What follows belongs to an exercise in optimizing a design on an open flow for small area; a production flow would make more cautious choices. Function was checked by simulation only, so behaviour that the tests miss may differ from the original. No activity file was given, so power comes from the tool's default toggle rates.

==> inputs of v35 <==
==> flow/design.v <==
`default_nettype none
package pipe_pkg;
    localparam int XLEN  = 32;   
    localparam int REG_W = 5;    
endpackage
`default_nettype wire
`timescale 1ns/1ns
`default_nettype none
import pipe_pkg::*;
module processor (
    input  wire logic             clock_i,
    input  wire logic             reset_i,
    output logic [XLEN-1:0]       imem_addr_o,
    input  wire logic [XLEN-1:0]  imem_data_i,
    output logic [XLEN-1:0]       dmem_addr_o,
    output logic [XLEN-1:0]       dmem_wdata_o,
    output logic                  dmem_wren_o,
    input  wire logic [XLEN-1:0]  dmem_rdata_i,
    output logic                  rf_write_en_o,
    output logic [REG_W-1:0]      rf_write_reg_o,
    output logic [XLEN-1:0]       rf_write_data_o,
    output logic [REG_W-1:0]      rf_read_reg_a_o,
    output logic [REG_W-1:0]      rf_read_reg_b_o,
    input  wire logic [XLEN-1:0]  rf_read_data_a_i,
    input  wire logic [XLEN-1:0]  rf_read_data_b_i
);
    localparam logic [1:0] S_E = 2'd0;
    localparam logic [1:0] S_W = 2'd1;
    localparam logic [1:0] S_P = 2'd2;
    localparam logic [1:0] S_M = 2'd3;
    logic [1:0]  st_q;
    logic [31:0] pc_q;
    logic [31:0] r_q;     
    logic [1:0]  cnt_q;   
    logic        cy_q;    
    logic        ne_q;    
    logic        tk_q;    
    logic        jmp_q;   
    logic [4:0] opc, fn, shamt, rd, rs, rt;
    logic       is_rtype, is_j, is_bne, is_blt, is_addi, is_sw, is_lw;
    logic       is_shift, right, use_imm, sub;
    assign opc   = imem_data_i[31:27];
    assign rd    = imem_data_i[26:22];
    assign rs    = imem_data_i[21:17];
    assign rt    = imem_data_i[16:12];
    assign shamt = imem_data_i[11:7];
    assign fn    = imem_data_i[6:2];
    assign is_rtype = (opc == 5'd0);
    assign is_j     = (opc == 5'd1);
    assign is_bne   = (opc == 5'd2);
    assign is_addi  = (opc == 5'd5);
    assign is_blt   = (opc == 5'd6);
    assign is_sw    = (opc == 5'd7);
    assign is_lw    = (opc == 5'd8);
    assign is_shift = is_rtype && (fn == 5'd4 || fn == 5'd5);
    assign right    = (fn == 5'd5);
    assign use_imm  = is_addi || is_sw || is_lw;
    assign sub      = (is_rtype && fn == 5'd1) || is_bne || is_blt;
    assign imem_addr_o     = pc_q;
    assign rf_read_reg_a_o = rs;
    assign rf_read_reg_b_o = is_shift ? rs : (is_rtype ? rt : rd);
    logic [1:0] dig;
    logic       first, fill;
    logic [3:0] hi_idx, lo_idx;
    logic [2:0] fsh;
    logic [7:0] d_hi, d_lo;
    assign dig   = ~cnt_q;   
    assign first = (cnt_q == 2'b11);
    assign fill  = is_shift && right && rf_read_data_a_i[31];
    always_comb begin
        if (!is_shift) begin
            hi_idx = {2'b00, dig};
            fsh    = 3'd0;
        end else if (right) begin
            hi_idx = {2'b00, dig} + {2'b00, shamt[4:3]} + 4'd1;
            fsh    = shamt[2:0];
        end else begin
            hi_idx = {2'b00, dig} - {2'b00, shamt[4:3]} + {3'd0, shamt[2:0] == 3'd0};
            fsh    = -shamt[2:0];
        end
        lo_idx = is_shift ? hi_idx - 4'd1 : {2'b00, dig};
    end
    always_comb begin
        if (hi_idx[3:2] != 2'b00) d_hi = {8{fill}};
        else                      d_hi = rf_read_data_a_i[{hi_idx[1:0], 3'b000} +: 8];
        if (lo_idx[3:2] != 2'b00) d_lo = {8{fill}};
        else                      d_lo = rf_read_data_b_i[{lo_idx[1:0], 3'b000} +: 8];
    end
    logic [15:0] pair;
    logic [7:0]  win;
    assign pair = {d_hi, d_lo} >> fsh;
    assign win  = pair[7:0];
    logic [7:0] b_imm, a_d, b_raw, b_d, sum_d;
    logic       cin, cout;
    always_comb begin
        case (dig)
            2'd0: b_imm = imem_data_i[7:0];
            2'd1: b_imm = imem_data_i[15:8];
            2'd2: b_imm = {{7{imem_data_i[16]}}, imem_data_i[16]};
            default: b_imm = {8{imem_data_i[16]}};
        endcase
    end
    always_comb begin
        if (st_q == S_P) begin
            a_d   = jmp_q ? 8'd0 : pc_q[7:0];
            b_raw = tk_q ? r_q[7:0] : 8'd0;
            b_d   = b_raw;
            cin   = first ? !jmp_q : cy_q;
        end else begin
            a_d   = d_hi;
            b_raw = use_imm ? b_imm : d_lo;
            b_d   = b_raw ^ {8{sub}};
            cin   = first ? sub : cy_q;
        end
    end
    assign {cout, sum_d} = {1'b0, a_d} + {1'b0, b_d} + {8'd0, cin};
    logic [7:0] alu_d;
    always_comb begin
        if (is_rtype && st_q == S_E) begin
            case (fn)
                5'd0, 5'd1: alu_d = sum_d;
                5'd2:       alu_d = a_d & b_d;
                5'd3:       alu_d = a_d | b_d;
                5'd4, 5'd5: alu_d = win;
                default:    alu_d = 8'd0;
            endcase
        end else begin
            alu_d = sum_d;
        end
    end
    logic dne, ne_all, lt_ab;
    assign dne    = |sum_d;
    assign ne_all = ne_q || dne;
    assign lt_ab  = (a_d[7] ^ b_raw[7]) ? a_d[7] : sum_d[7];   
    always_ff @(posedge clock_i) begin
        case (st_q)
            S_E: begin
                r_q   <= {alu_d, r_q[31:8]};
                cy_q  <= cout;
                ne_q  <= !first && ne_all || first && dne;
                tk_q  <= is_j || (is_bne && ne_all) || (is_blt && ne_all && !lt_ab);
                jmp_q <= is_j;
                cnt_q <= cnt_q - 2'd1;
                if (cnt_q == 2'd0) st_q <= is_lw ? S_M : S_W;
            end
            S_M: begin
                r_q   <= dmem_rdata_i;
                st_q  <= S_W;
            end
            S_W: begin
                r_q   <= is_j ? {5'd0, imem_data_i[26:0]} : {{15{imem_data_i[16]}}, imem_data_i[16:0]};
                cnt_q <= 2'd3;
                st_q  <= S_P;
            end
            default: begin   
                pc_q  <= {sum_d, pc_q[31:8]};
                r_q   <= {sum_d, r_q[31:8]};
                cy_q  <= cout;
                cnt_q <= cnt_q - 2'd1;
                if (cnt_q == 2'd0) st_q <= S_E;
            end
        endcase
        if (reset_i) begin
            st_q  <= S_P;
            cnt_q <= 2'd3;
            tk_q  <= 1'b0;
            jmp_q <= 1'b1;
        end
    end
    assign rf_write_reg_o  = rd;
    assign rf_write_data_o = r_q;
    assign rf_write_en_o   = (st_q == S_W) && rd != 5'd0 && (is_rtype || is_addi || is_lw);
    assign dmem_addr_o     = r_q;
    assign dmem_wdata_o    = rf_read_data_b_i;
    assign dmem_wren_o     = (st_q == S_W) && is_sw;
endmodule
`default_nettype wire
==> flow/flow/run.sh <==
#!/bin/bash
# Own layout flow: the standard flow (standard.sh) on the same design,
# clock, constraints and registers, with these changes to how the layout is
# made:
#  - ABC maps the logic for area (abc_area.script beside this file: two
#    rounds of restructuring and area mapping, then ABC's own gate sizing),
#    instead of ORFS's delay-oriented script; OpenROAD's repair then fixes
#    timing after placement as usual;
#  - no adder cells are extracted before ABC (ADDER_MAP_FILE empty), so the
#    adder logic is mapped with the rest;
#  - the buffer placed on every input and output port is a buf_1 cell.
# Synthesis is otherwise ORFS's own (synth_recipe.tcl through standard.sh),
# so the registers keep the standard synthesis's names and cell types.
# Every tool's output goes to the log files ORFS writes under orfs/logs, and
# standard.sh's own output to standard.log in the work folder.
set -euo pipefail
W=$(pwd)
rm -rf "$W/scripts"
cp -r "$FLOW_HOME/scripts" "$W/scripts"
cp "$W/flow/abc_area.script" "$W/scripts/abc_area.script"
export SCRIPTS_DIR="$W/scripts"
export BUFFER_PORTS_ARGS="-buffer_cell sky130_fd_sc_hd__buf_1"
export ADDER_MAP_FILE=
bash standard.sh > "$W/standard.log" 2>&1
==> flow/flow/abc_area.script <==
strash
dc2
dc2
dch -f
amap
strash
dc2
dch -f
amap
topo
stime -c
upsize -c
dnsize -c
stime -c
==> flow/standard.sh <==
#!/bin/bash
# synth_recipe.tcl (not shown) runs the flow's synth.tcl, then flattens the netlist and writes it again
# the make line also repeats each setting of config.mk as NAME=value (left out here)
make -C /OpenROAD-flow-scripts/flow DESIGN_CONFIG=/design/flow/config.mk WORK_HOME=/design/flow/orfs CLKGATE_MAP_FILE= SYNTH_SCRIPT=/design/flow/synth_recipe.tcl "${@:-finish}"
==> flow/config.mk <==
export PLATFORM = sky130hd
export DESIGN_NAME = processor
export DESIGN_NICKNAME = processor
export VERILOG_FILES = /design/flow/design.v
export SDC_FILE = /design/flow/constraint.sdc
export NUM_CORES = 4
export LEC_CHECK = 0
export ABC_AREA = 1
export ABC_CLOCK_PERIOD_IN_PS = 4500
export CAP_MARGIN = 20
export CORE_MARGIN = 2
export CORE_UTILIZATION = 50
export CTS_BUF_LIST = sky130_fd_sc_hd__clkbuf_8
export SLEW_MARGIN = 20
==> flow/constraint.sdc <==
create_clock -name core_clock -period 7.0 [get_ports {clock_i}]
set_input_delay 1.4000 -clock core_clock [delete_from_list [all_inputs] [get_ports {clock_i}]]
set_output_delay 1.4000 -clock core_clock [all_outputs]
set_load 0.01 [all_outputs]
==> v12 (differences from v35) <==
--- a/flow/design.v
+++ b/flow/design.v
@@ -29,3 +29,2 @@
     localparam logic [1:0] S_P = 2'd2;
-    localparam logic [1:0] S_M = 2'd3;
     logic [1:0]  st_q;
@@ -36,2 +35,3 @@
     logic        ne_q;    
+    logic        lt_q;    
     logic        tk_q;    
@@ -131,3 +131,3 @@
     logic dne, ne_all, lt_ab;
-    assign dne    = |sum_d;
+    assign dne    = (a_d != b_raw);
     assign ne_all = ne_q || dne;
@@ -140,10 +140,5 @@
                 ne_q  <= !first && ne_all || first && dne;
-                tk_q  <= is_j || (is_bne && ne_all) || (is_blt && ne_all && !lt_ab);
-                jmp_q <= is_j;
+                lt_q  <= ne_all && !lt_ab;
                 cnt_q <= cnt_q - 2'd1;
-                if (cnt_q == 2'd0) st_q <= is_lw ? S_M : S_W;
-            end
-            S_M: begin
-                r_q   <= dmem_rdata_i;
-                st_q  <= S_W;
+                if (cnt_q == 2'd0) st_q <= S_W;
             end
@@ -151,2 +146,4 @@
                 r_q   <= is_j ? {5'd0, imem_data_i[26:0]} : {{15{imem_data_i[16]}}, imem_data_i[16:0]};
+                tk_q  <= is_j || (is_bne && ne_q) || (is_blt && lt_q);
+                jmp_q <= is_j;
                 cnt_q <= 2'd3;
@@ -170,3 +167,3 @@
     assign rf_write_reg_o  = rd;
-    assign rf_write_data_o = r_q;
+    assign rf_write_data_o = is_lw ? dmem_rdata_i : r_q;
     assign rf_write_en_o   = (st_q == S_W) && rd != 5'd0 && (is_rtype || is_addi || is_lw);
==> flow/run.sh (new file) <==
#!/bin/bash
# synth_recipe.tcl (not shown) runs the flow's synth.tcl, then flattens the netlist and writes it again
# the make line also repeats each setting of config.mk as NAME=value (left out here)
make -C /OpenROAD-flow-scripts/flow DESIGN_CONFIG=/design/flow/config.mk WORK_HOME=/design/flow/orfs CLKGATE_MAP_FILE= SYNTH_SCRIPT=/design/flow/synth_recipe.tcl finish
--- a/flow/config.mk
+++ b/flow/config.mk
@@ -8,7 +8,5 @@
 export ABC_AREA = 1
-export ABC_CLOCK_PERIOD_IN_PS = 4500
 export CAP_MARGIN = 20
 export CORE_MARGIN = 2
-export CORE_UTILIZATION = 50
-export CTS_BUF_LIST = sky130_fd_sc_hd__clkbuf_8
+export CORE_UTILIZATION = 40
 export SLEW_MARGIN = 20
removed: flow/flow/run.sh
removed: flow/flow/abc_area.script
removed: flow/standard.sh
==> v9 (differences from v35) <==
==> flow/flow/run.sh (replaced) <==
#!/bin/bash
# Own layout flow: the standard flow (standard.sh), with two changes to
# how the layout is made:
#  - ABC maps the logic for area alone (abc_area.script beside this file),
#    leaving timing to OpenROAD's repair after placement;
#  - the port buffers placed on every input and output are buf_1 cells.
# Every tool's output goes to the log files ORFS writes under orfs/logs, and
# standard.sh's own output to standard.log in the work folder.
set -euo pipefail
W=$(pwd)
rm -rf "$W/scripts"
cp -r "$FLOW_HOME/scripts" "$W/scripts"
cp "$W/flow/abc_area.script" "$W/scripts/abc_area.script"
export SCRIPTS_DIR="$W/scripts"
export BUFFER_PORTS_ARGS="-buffer_cell sky130_fd_sc_hd__buf_1"
export ADDER_MAP_FILE=
bash standard.sh > "$W/standard.log" 2>&1
--- a/flow/config.mk
+++ b/flow/config.mk
@@ -8,6 +8,6 @@
 export ABC_AREA = 1
-export ABC_CLOCK_PERIOD_IN_PS = 4500
+export ABC_CLOCK_PERIOD_IN_PS = 5000
 export CAP_MARGIN = 20
 export CORE_MARGIN = 2
-export CORE_UTILIZATION = 50
+export CORE_UTILIZATION = 58
 export CTS_BUF_LIST = sky130_fd_sc_hd__clkbuf_8
==> notes <==
Via count: v35 < v9 < v12. Hold slack: v12 < v35 < v9. The lowest routed wire length belongs to v35, the highest to v12. Core utilization: v12 < v35 < v9. Count of clock-buffer cells in the layout: v9 is lower than v12 (2). Between v9 and v12, the lower synthesized cell count is in v9 (gap about 30%, measured against v12). Fmax: v35 < v9 < v12. Combinational power: v9 is higher than v35 (about 3%). Clock skew, lowest first: v12, v9, v35.

## re-timing with driven ports
The flow's constraints put no driver on any port. The routed layouts listed below were extracted and timed again, unchanged, in two steps. Step 1 assumes that a clkbuf_16 drives the clock port and a buf_2 every other input. Step 2 adds t to the input delays and takes it off the output delays; t is the mean of the earliest and latest rising clock arrival at the registers after step 1. Input paths then give back, and output paths get back, about the clock's delay inside the block. a / b / c = ideal ports / drivers / drivers and shift; a / b = the first two.
| run | t (ns) | setup WS [ns] | worst hold slack (ns) |
|---|---|---|---|
| v35 | 0.387 | 0.425 / 0.438 / 0.051 | 0.448 / 0.448 / 0.448 |
| v12 | 0.374 | 0.595 / 0.610 / 0.236 | 0.446 / 0.446 / 0.446 |
| v9 | 0.378 | 0.562 / 0.574 / 0.196 | 0.450 / 0.450 / 0.450 |
After both steps every run listed still meets setup and hold. For v35, which loses most, drivers alone change the setup slack by +0.013 ns; drivers and shift together by -0.374 ns.
